From an optimization exercise on the open Yosys and OpenROAD flow, aimed at small area; shortcuts taken in it are not production practice. At most, simulation tests tie the RTL to the original design; equivalence was not proved.

== run 1 ==
==> flow/design.v <==
`default_nettype none
package ngate_pkg;
  localparam int SampleBitsDef = 24;
  localparam int CoefBitsDef   = 24;
  localparam int HoldBitsDef   = 20;
  localparam int CfgIdxBits = 3;
  localparam logic [31:0] ThresholdRst = 32'd83886;
  localparam logic [31:0] DetAtkRst    = 32'd16427000;
  localparam logic [31:0] DetRelRst    = 32'd16773721;
  localparam logic [31:0] GainAtkRst   = 32'd16707000;
  localparam logic [31:0] GainRelRst   = 32'd16770000;
  localparam logic [31:0] HoldLenRst   = 32'd480;
endpackage
`default_nettype wire
`default_nettype none
module audio_noise_gate_with_hold #(
  parameter int SAMPLE_BITS = ngate_pkg::SampleBitsDef,
  parameter int COEF_BITS   = ngate_pkg::CoefBitsDef,
  parameter int HOLD_BITS   = ngate_pkg::HoldBitsDef,
  parameter int CFG_BITS    = (SAMPLE_BITS > COEF_BITS)
                              ? ((SAMPLE_BITS > HOLD_BITS) ? SAMPLE_BITS : HOLD_BITS)
                              : ((COEF_BITS > HOLD_BITS) ? COEF_BITS : HOLD_BITS)
) (
  input  wire logic                             clk_i,
  input  wire logic                             rst_ni,
  input  wire logic                             cfg_we_i,
  input  wire logic [ngate_pkg::CfgIdxBits-1:0] cfg_idx_i,
  input  wire logic [CFG_BITS-1:0]              cfg_data_i,
  input  wire logic                             in_valid_i,
  output      logic                             in_ready_o,
  input  wire logic signed [SAMPLE_BITS-1:0]    in_sample_i,
  output      logic                             out_valid_o,
  input  wire logic                             out_ready_i,
  output      logic signed [SAMPLE_BITS-1:0]    out_sample_o,
  output      logic [COEF_BITS:0]               out_gain_o,
  output      logic                             out_gate_open_o
);
  localparam logic [1:0] PH_IDLE = 2'd0;
  localparam logic [1:0] PH_ENV  = 2'd1;
  localparam logic [1:0] PH_GAIN = 2'd2;
  localparam logic [1:0] PH_OUT  = 2'd3;
  logic        en_q;
  logic [23:0] thr_q, da_q, dr_q, ga_q, gr_q;
  logic [19:0] hl_q;
  logic [23:0] env_q;
  logic [24:0] g_q;
  logic [19:0] hc_q;
  logic [24:0] s_q;
  logic        open_q, ov_q, rise_q, b_q, f1_q, f2_q, clr_q;
  logic [1:0]  ph_q;
  logic [4:0]  j_q;
  logic [23:0] wd0, wd1;                   
  logic [7:0]  we;
  assign wd0 = cfg_data_i[23:0] & {24{rst_ni}};
  assign wd1 = cfg_data_i[23:0] | {24{!rst_ni}};
  always_comb begin
    for (int r = 0; r < 8; r++) we[r] = !rst_ni || (cfg_we_i && (cfg_idx_i == 3'(r)));
  end
  logic [23:0] wthr, wda, wdr, wga, wgr, whl;
  assign wthr = (wd1 & ngate_pkg::ThresholdRst[23:0]) | (wd0 & ~ngate_pkg::ThresholdRst[23:0]);
  assign wda  = (wd1 & ngate_pkg::DetAtkRst[23:0])    | (wd0 & ~ngate_pkg::DetAtkRst[23:0]);
  assign wdr  = (wd1 & ngate_pkg::DetRelRst[23:0])    | (wd0 & ~ngate_pkg::DetRelRst[23:0]);
  assign wga  = (wd1 & ngate_pkg::GainAtkRst[23:0])   | (wd0 & ~ngate_pkg::GainAtkRst[23:0]);
  assign wgr  = (wd1 & ngate_pkg::GainRelRst[23:0])   | (wd0 & ~ngate_pkg::GainRelRst[23:0]);
  assign whl  = (wd1 & ngate_pkg::HoldLenRst[23:0])   | (wd0 & ~ngate_pkg::HoldLenRst[23:0]);
  always_ff @(posedge clk_i) begin
    if (we[0]) en_q  <= wd1[0];
    if (we[1]) thr_q <= wthr;
    if (we[2]) da_q  <= wda;
    if (we[3]) dr_q  <= wdr;
    if (we[4]) ga_q  <= wga;
    if (we[5]) gr_q  <= wgr;
    if (we[6]) hl_q  <= whl[19:0];
  end
  logic idle, env, gain, out, go, byp;
  logic [1:0] ph_n;
  logic [4:0] j_n;
  logic j0, scan, mul, ecmp, eupd, hcmp, hdec, gadd, gupd, neg;    
  logic j0_n, scan_n, mul_n, ecmp_n, eupd_n, hcmp_n, hdec_n, gadd_n, gupd_n, neg_n;
  assign idle = (ph_q == PH_IDLE);
  assign env  = (ph_q == PH_ENV);
  assign gain = (ph_q == PH_GAIN);
  assign out  = (ph_q == PH_OUT);
  assign go  = idle && in_valid_i && !ov_q && !clr_q;
  assign byp = go && !en_q;
  always_comb begin
    ph_n = ph_q;
    j_n  = j_q + 5'd1;
    if (idle) begin
      j_n = j_q;
      if (go && en_q) begin
        ph_n = PH_ENV;
        j_n  = 5'd31;
      end
    end else if (hdec || gupd) begin
      ph_n = ph_q + 2'd1;
      j_n  = '0;
    end else if (neg) begin
      ph_n = PH_IDLE;
      j_n  = '0;
    end
  end
  always_comb begin
    j0_n   = (ph_n != PH_IDLE) && (j_n == 5'd0);
    scan_n = (ph_n != PH_IDLE) && (j_n <= 5'd24);
    mul_n  = scan_n && !j0_n;
    ecmp_n = (ph_n == PH_ENV)  && (j_n == 5'd31);
    eupd_n = (ph_n == PH_ENV)  && (j_n == 5'd25);
    hcmp_n = (ph_n == PH_ENV)  && (j_n == 5'd26);
    hdec_n = (ph_n == PH_ENV)  && (j_n == 5'd27);
    gadd_n = (ph_n == PH_GAIN) && (j_n == 5'd25);
    gupd_n = (ph_n == PH_GAIN) && (j_n == 5'd26);
    neg_n  = (ph_n == PH_OUT)  && (j_n == 5'd25);
  end
  assign in_ready_o = neg || byp;
  logic        sgn, x_j, m_j, e_j, g_j, sa, sb, d_env, d_gain, d_nxt;
  logic [31:0] xs, es, gs;
  assign sgn = in_sample_i[23];
  assign xs  = {8'd0, in_sample_i};
  assign es  = {8'd0, env_q};
  assign gs  = {7'd0, g_q};
  assign x_j = xs[j_q];
  assign e_j = es[j_q];
  assign g_j = gs[j_q];
  assign m_j = x_j ^ (sgn & f1_q);
  assign sa  = rise_q ? m_j : e_j;
  assign sb  = rise_q ? e_j : m_j;
  assign d_env  = sa ^ sb ^ f2_q;
  assign d_gain = (j_q == 5'd24) ? (open_q ? !(f2_q || g_j) : g_j)
                                 : (g_j ^ (open_q & f2_q));
  assign d_nxt  = env ? d_env : (gain ? d_gain : m_j);
  logic [24:0] p, q, qx, sum;
  logic [25:0] cy;
  logic        acc_sgn;
  logic        invq, cin;
  logic        p_coef, p_env, p_g, p_hc, p_hl, q_s, q_t;
  logic [23:0] coef;
  logic        hc_nz;
  assign hc_nz = |hc_q;
  assign coef   = env ? (rise_q ? da_q : dr_q) : (open_q ? ga_q : gr_q);
  assign p_coef = b_q && (env || gain) && (mul || gadd);
  assign p_env  = ecmp || eupd || hcmp;
  assign p_g    = gupd || (out && b_q && mul);
  assign p_hc   = hdec && !rise_q;
  assign p_hl   = hdec && rise_q;
  assign q_s    = (idle && ov_q && !clr_q) || ecmp || mul || gadd || eupd || gupd || neg;
  assign q_t    = hcmp;
  assign p = ({25{p_coef}} & {1'b1, coef})
           | ({25{p_env}}  & {1'b0, env_q})
           | ({25{p_g}}    & g_q)
           | ({25{p_hc}}   & {5'd0, hc_q})
           | ({25{p_hl}}   & {5'd0, hl_q});
  assign q = ({25{q_s}} & s_q)
           | ({25{q_t}} & {1'b0, thr_q});
  always_comb begin
    invq = 1'b0;
    cin  = 1'b0;
    if (ecmp)      begin invq = !s_q[24];     cin = invq; end
    else if (eupd) begin invq = rise_q;       cin = invq; end
    else if (hcmp) begin invq = 1'b1; end
    else if (hdec) begin invq = !rise_q && f1_q; end
    else if (gupd) begin invq = open_q;       cin = invq; end
    else if (neg)  begin invq = rise_q;       cin = invq; end
  end
  assign acc_sgn = (env || gain) && ((q_s && s_q[24]) || p_coef);
  assign qx    = q ^ {25{invq}};
  assign cy[0] = cin;
  for (genvar i = 0; i < 25; i++) begin : g_add
    assign sum[i]  = p[i] ^ qx[i] ^ cy[i];
    assign cy[i+1] = (p[i] & qx[i]) | (p[i] & cy[i]) | (qx[i] & cy[i]);
  end
  always_ff @(posedge clk_i or negedge rst_ni) begin
    if (!rst_ni) begin
      ov_q  <= 1'b0;
      clr_q <= 1'b1;
      ph_q  <= PH_IDLE;
      j_q   <= '0;
      {j0, scan, mul, ecmp, eupd, hcmp, hdec, gadd, gupd, neg} <= '0;
    end else begin
      clr_q <= cfg_we_i && (cfg_idx_i == 3'd0) && !cfg_data_i[0];
      if (in_ready_o && in_valid_i) ov_q <= 1'b1;
      else if (out_ready_i) ov_q <= 1'b0;
      ph_q <= ph_n;
      j_q  <= j_n;
      {j0, scan, mul, ecmp, eupd, hcmp, hdec, gadd, gupd, neg} <=
        {j0_n, scan_n, mul_n, ecmp_n, eupd_n, hcmp_n, hdec_n, gadd_n, gupd_n, neg_n};
    end
  end
  always_ff @(posedge clk_i) begin
    if (ecmp) rise_q <= sum[24];
    else if (hcmp) rise_q <= !sum[24];           
    else if (gupd) rise_q <= sgn;                
    if (clr_q || eupd) env_q <= sum[23:0];
    if (clr_q || gupd) g_q   <= sum[24:0];
    if (clr_q || hdec) hc_q <= sum[19:0];
    if (hdec) open_q <= rise_q || f1_q;
    else if (byp) open_q <= 1'b0;
    b_q  <= d_nxt;
    f1_q <= scan ? (f1_q || x_j) : (hcmp && hc_nz);
    f2_q <= scan && (env ? ((!sa && sb) || (!(sa ^ sb) && f2_q)) : (f2_q || g_j));
    if (idle && !ov_q && !clr_q) s_q <= {sgn, in_sample_i};
    else s_q <= scan ? {acc_sgn, sum[24:1]} : sum;
  end
  assign out_valid_o     = ov_q;
  assign out_sample_o    = s_q[23:0];
  assign out_gain_o      = g_q;
  assign out_gate_open_o = open_q;
endmodule
`default_nettype wire
==> flow/config.mk <==
export PLATFORM = sky130hd
export DESIGN_NAME = audio_noise_gate_with_hold
export DESIGN_NICKNAME = audio_noise_gate_with_hold
export VERILOG_FILES = /design/flow/design.v
export SDC_FILE = /design/flow/constraint.sdc
export NUM_CORES = 4
export LEC_CHECK = 0
export CAP_MARGIN = 0
export CORE_MARGIN = 2
export CORE_UTILIZATION = 75
export CTS_BUF_LIST = sky130_fd_sc_hd__clkbuf_16
export CTS_CLUSTER_DIAMETER = 90
export CTS_CLUSTER_SIZE = 24
export SLEW_MARGIN = 0
==> flow/constraint.sdc <==
create_clock -name core_clock -period 12.0 [get_ports {clk_i}]
set_input_delay 2.4000 -clock core_clock [delete_from_list [all_inputs] [get_ports {clk_i}]]
set_output_delay 2.4000 -clock core_clock [all_outputs]
set_load 0.01 [all_outputs]
standard.sh (not shown) runs the stock make flow with config.mk's settings and CLKGATE_MAP_FILE= SYNTH_SCRIPT=/design/flow/synth_recipe.tcl, a recipe that flattens the netlist after the stock synthesis.
==> flow/flow/run.sh <==
#!/bin/bash
# Layout flow: the standard ORFS flow (standard synthesis unchanged), with
# the port buffers made of the smallest buffer cell instead of the default
# choice. Every input and output port still gets its own buffer.
set -euo pipefail
bash standard.sh BUFFER_PORTS_ARGS="-buffer_cell sky130_fd_sc_hd__buf_1" finish > orfs_flow.log 2>&1
> inputs changed (run 1 -> run 2)
Settings: CAP_MARGIN: 0 -> 10; SLEW_MARGIN: 0 -> 10.
Results
Re pin count of the biggest net entering global routing: no difference whatsoever between run 2 and run 1.
From run 1 to run 2 the numbers moved as follows: xor-xnor portion of the synthesized cell area about even; synthesized area did not really move; portion of the layout cell area used by clock cells was more or less identical.
There was hardly any difference in buffer depth of the longest clock path between run 1 and run 2.
Per the comparison of run 2 with run 1, critical path data arrival time has remained practically unchanged; worst setup slack has decreased; number of buffer and inverter instances along the worst setup path has remained practically unchanged; post-route minimum period has increased.
There was hardly any difference in synthesis-to-finish area growth between run 2 and run 1.
Function was not checked in any run of this note: the RTL went through the layout flow alone.

* * *

Another version of the RTL of audio_noise_gate_with_hold (not shown whole).
For scale: ~890 cells after synthesis, about 250 flip-flops, roughly 110 I/O pins, ~12000 um2 of cells after synthesis.
Settings: LEC_CHECK=0, CAP_MARGIN=10, CORE_MARGIN=2, CORE_UTILIZATION=75, CTS_BUF_LIST=sky130_fd_sc_hd__clkbuf_16, CTS_CLUSTER_DIAMETER=90, CTS_CLUSTER_SIZE=24, SLEW_MARGIN=10; clock period 12.0 ns.
Scripts as last shown in full above: flow/flow/run.sh
The baseline finished clean.
Edit:
- CTS_BUF_LIST: sky130_fd_sc_hd__clkbuf_16 -> sky130_fd_sc_hd__clkbuf_8
- CTS_CLUSTER_DIAMETER: 90 -> 60
- CTS_CLUSTER_SIZE: 24 -> 14
Effect:
- global-route usage is higher by 0.15 points
- wire length drops by 0.31%
- die area stays the same
- non-clock buffer count stays the same
- sequential cell count is unchanged
- worst hold slack got worse by 0.0056 ns
- final cell count goes up by 1.3%
Edit:
- CTS_BUF_LIST: sky130_fd_sc_hd__clkbuf_8 -> sky130_fd_sc_hd__clkbuf_16
- CTS_CLUSTER_DIAMETER: 60 -> 90
- CTS_CLUSTER_SIZE: 14 -> 24
- GPL_TIMING_DRIVEN: unset -> 0
This time the run reached the layout checks and failed them: setup timing.
Clock skew stays flat.
Non-clock buffer count climbs by 65.
Count of clock-buffer cells in the layout goes down by 8.
Wire length is higher by 15%.
Area after synthesis is unchanged.
Die area is unchanged.
Global-route usage rose by 5.5 points.
Setup slack degrades by 0.55 ns.
Final area is higher by 4.3%.
Register-to-register slack degrades by 0.55 ns.

* * *

audio_noise_gate_with_hold, a different RTL version from the one above (not shown whole).
Size: roughly 110 I/O pins, ~0.013 mm^2 of cells after synthesis.
export LEC_CHECK = 0
export ABC_AREA = 1
export CAP_MARGIN = 20
export CORE_MARGIN = 2
export CORE_UTILIZATION = 70
export CTS_BUF_LIST = sky130_fd_sc_hd__clkbuf_16
export CTS_CLUSTER_DIAMETER = 100
export CTS_CLUSTER_SIZE = 30
export SLEW_MARGIN = 20
create_clock -name core_clock -period 12.0 [get_ports {clk_i}]
Scripts as last shown in full above: flow/flow/run.sh
The first run ran to the end with no violations.
Then changed:
==> flow/run.sh (new file) <==
#!/bin/bash
# synth_recipe.tcl (not shown) runs the flow's synth.tcl, then flattens the netlist and writes it again
# the make line also repeats each setting of config.mk as NAME=value (left out here)
make -C /OpenROAD-flow-scripts/flow DESIGN_CONFIG=/design/flow/config.mk WORK_HOME=/design/flow/orfs CLKGATE_MAP_FILE= SYNTH_SCRIPT=/design/flow/synth_recipe.tcl finish
removed: flow/flow/run.sh
removed: flow/standard.sh
=> Global-route usage went up by 1.3 points; worst setup slack is worse by 0.015 ns; flip-flop and latch count stays the same.

* * *

## job 5491
Another version of the RTL of audio_noise_gate_with_hold (not shown whole).
Size: about 260 flip-flops, ~110 I/O pins, ~12,000 um^2 of cells after synthesis.
export LEC_CHECK = 0
export CAP_MARGIN = 10
export CORE_MARGIN = 2
export CORE_UTILIZATION = 75
export CTS_BUF_LIST = sky130_fd_sc_hd__clkbuf_8
export CTS_CLUSTER_DIAMETER = 60
export CTS_CLUSTER_SIZE = 14
export SETUP_SLACK_MARGIN = 0.2
export SLEW_MARGIN = 10
create_clock -name core_clock -period 12.0 [get_ports {clk_i}]
==> flow/flow/run.sh <==
#!/bin/bash
# Layout flow: the standard ORFS flow (standard synthesis unchanged), with
# the port buffers made of the smallest buffer cell instead of the default
# choice. Every input and output port still gets its own buffer.
set -euo pipefail
bash standard.sh BUFFER_PORTS_ARGS="-buffer_cell sky130_fd_sc_hd__buf_1" finish > orfs_flow.log 2>&1
diff inputs: job 5491 => job 1787
diff --git a/flow/config.mk b/flow/config.mk
--- a/flow/config.mk
+++ b/flow/config.mk
@@ -10 +10 @@
-export CORE_UTILIZATION = 75
+export CORE_UTILIZATION = 78
@@ -14 +14 @@
-export SETUP_SLACK_MARGIN = 0.2
+export SETUP_SLACK_MARGIN = 0.15
- Compared with job 5491, in job 1787 wire length climbed 4.6%, clock insertion delay at the later pin of the skew report picked up an extra 0.02 ns, post-synthesis share of cell area spent on and, or, nand and nor gates roughly the same, utilization +3.3 points.
- Delta (job 1787 minus job 5491): global-route wire length before repair picked up an extra about 5.4%; final instance count without filler cells saw a decrease.
- Taking job 5491 as the reference, in job 1787 final setup slack of the worst path dropped 0.13 ns; non-clock buffer count climbed 0.73%; max-slew headroom at the worst pin dropped 0.54 points.
## Diff of input files: job 4625 against job 1787
diff --git a/flow/config.mk b/flow/config.mk
--- a/flow/config.mk
+++ b/flow/config.mk
@@ -10 +10 @@
-export CORE_UTILIZATION = 78
+export CORE_UTILIZATION = 75
@@ -12,3 +12,3 @@
-export CTS_CLUSTER_DIAMETER = 60
-export CTS_CLUSTER_SIZE = 14
-export SETUP_SLACK_MARGIN = 0.15
+export CTS_CLUSTER_DIAMETER = 70
+export CTS_CLUSTER_SIZE = 18
+export SETUP_SLACK_MARGIN = 0.2
Findings:
Compared with job 1787, in job 4625 routed length on met2 -about 8%; final hold violation count roughly the same.
### job 4625 -> job 2827
diff --git a/flow/config.mk b/flow/config.mk
--- a/flow/config.mk
+++ b/flow/config.mk
@@ -7,0 +8 @@
+export ABC_AREA = 1
@@ -12,2 +13,2 @@
-export CTS_CLUSTER_DIAMETER = 70
-export CTS_CLUSTER_SIZE = 18
+export CTS_CLUSTER_DIAMETER = 60
+export CTS_CLUSTER_SIZE = 14
- Job 2827 | stages: all done | timing, DRC, antenna: all pass
- Per the comparison of job 2827 with job 4625, buffer share of cell area essentially unchanged, final wirelength has increased, post-layout utilization of the core moved up.
- Comparing the two runs side by side, job 2827 comes out behind job 4625 on pre-CTS worst setup slack.
- Clock period minus final worst setup slack: job 2827 vs job 4625 down 0.25 ns

separate check: timing with driven ports:
The results above use ideal ports. As a check the final layouts listed here were re-extracted and re-timed, cells and wires unchanged.
Step 1 sets driving cells, clkbuf_16 on the clock port and buf_2 on the other inputs (assumed; they add their load-dependent delay and slew).
Step 2 also shifts input and output timing later by t, the mid clock arrival at the registers, as if the neighbouring blocks saw the same clock.
Slacks: no drivers / after step 1 / after step 2; pairs: no drivers / after step 1.
run	t (ns)	setup WS [ns]	worst setup path at the end	clock arrival spread, ns	slew at the worst register clock pin (ns)
run 1	0.525	0.315 / 0.315 / 0.315	register to register	0.020 / 0.020	0.10 / 0.10
run 2	0.524	0.308 / 0.308 / 0.308	register to register	0.020 / 0.020	0.10 / 0.10
the first run of note 2	0.529	0.135 / 0.135 / 0.135	register to register	0.024 / 0.024	0.10 / 0.10
the second run of note 2	0.586	0.172 / 0.172 / 0.172	register to register	0.024 / 0.024	0.10 / 0.10
the third run of note 2	0.532	-0.374 / -0.374 / -0.374	register to register	0.023 / 0.022	0.10 / 0.10
the first run of note 3	0.531	0.395 / 0.395 / 0.395	register to register	0.034 / 0.034	0.12 / 0.12
the second run of note 3	0.528	0.380 / 0.380 / 0.380	register to register	0.032 / 0.032	0.12 / 0.12
job 5491	0.585	0.326 / 0.326 / 0.326	register to register	0.019 / 0.019	0.10 / 0.10
job 1787	0.586	0.199 / 0.199 / 0.199	register to register	0.042 / 0.042	0.10 / 0.10
job 4625	0.568	0.243 / 0.243 / 0.243	register to register	0.025 / 0.024	0.12 / 0.12
job 2827	0.595	0.490 / 0.490 / 0.490	register to register	0.022 / 0.022	0.10 / 0.10
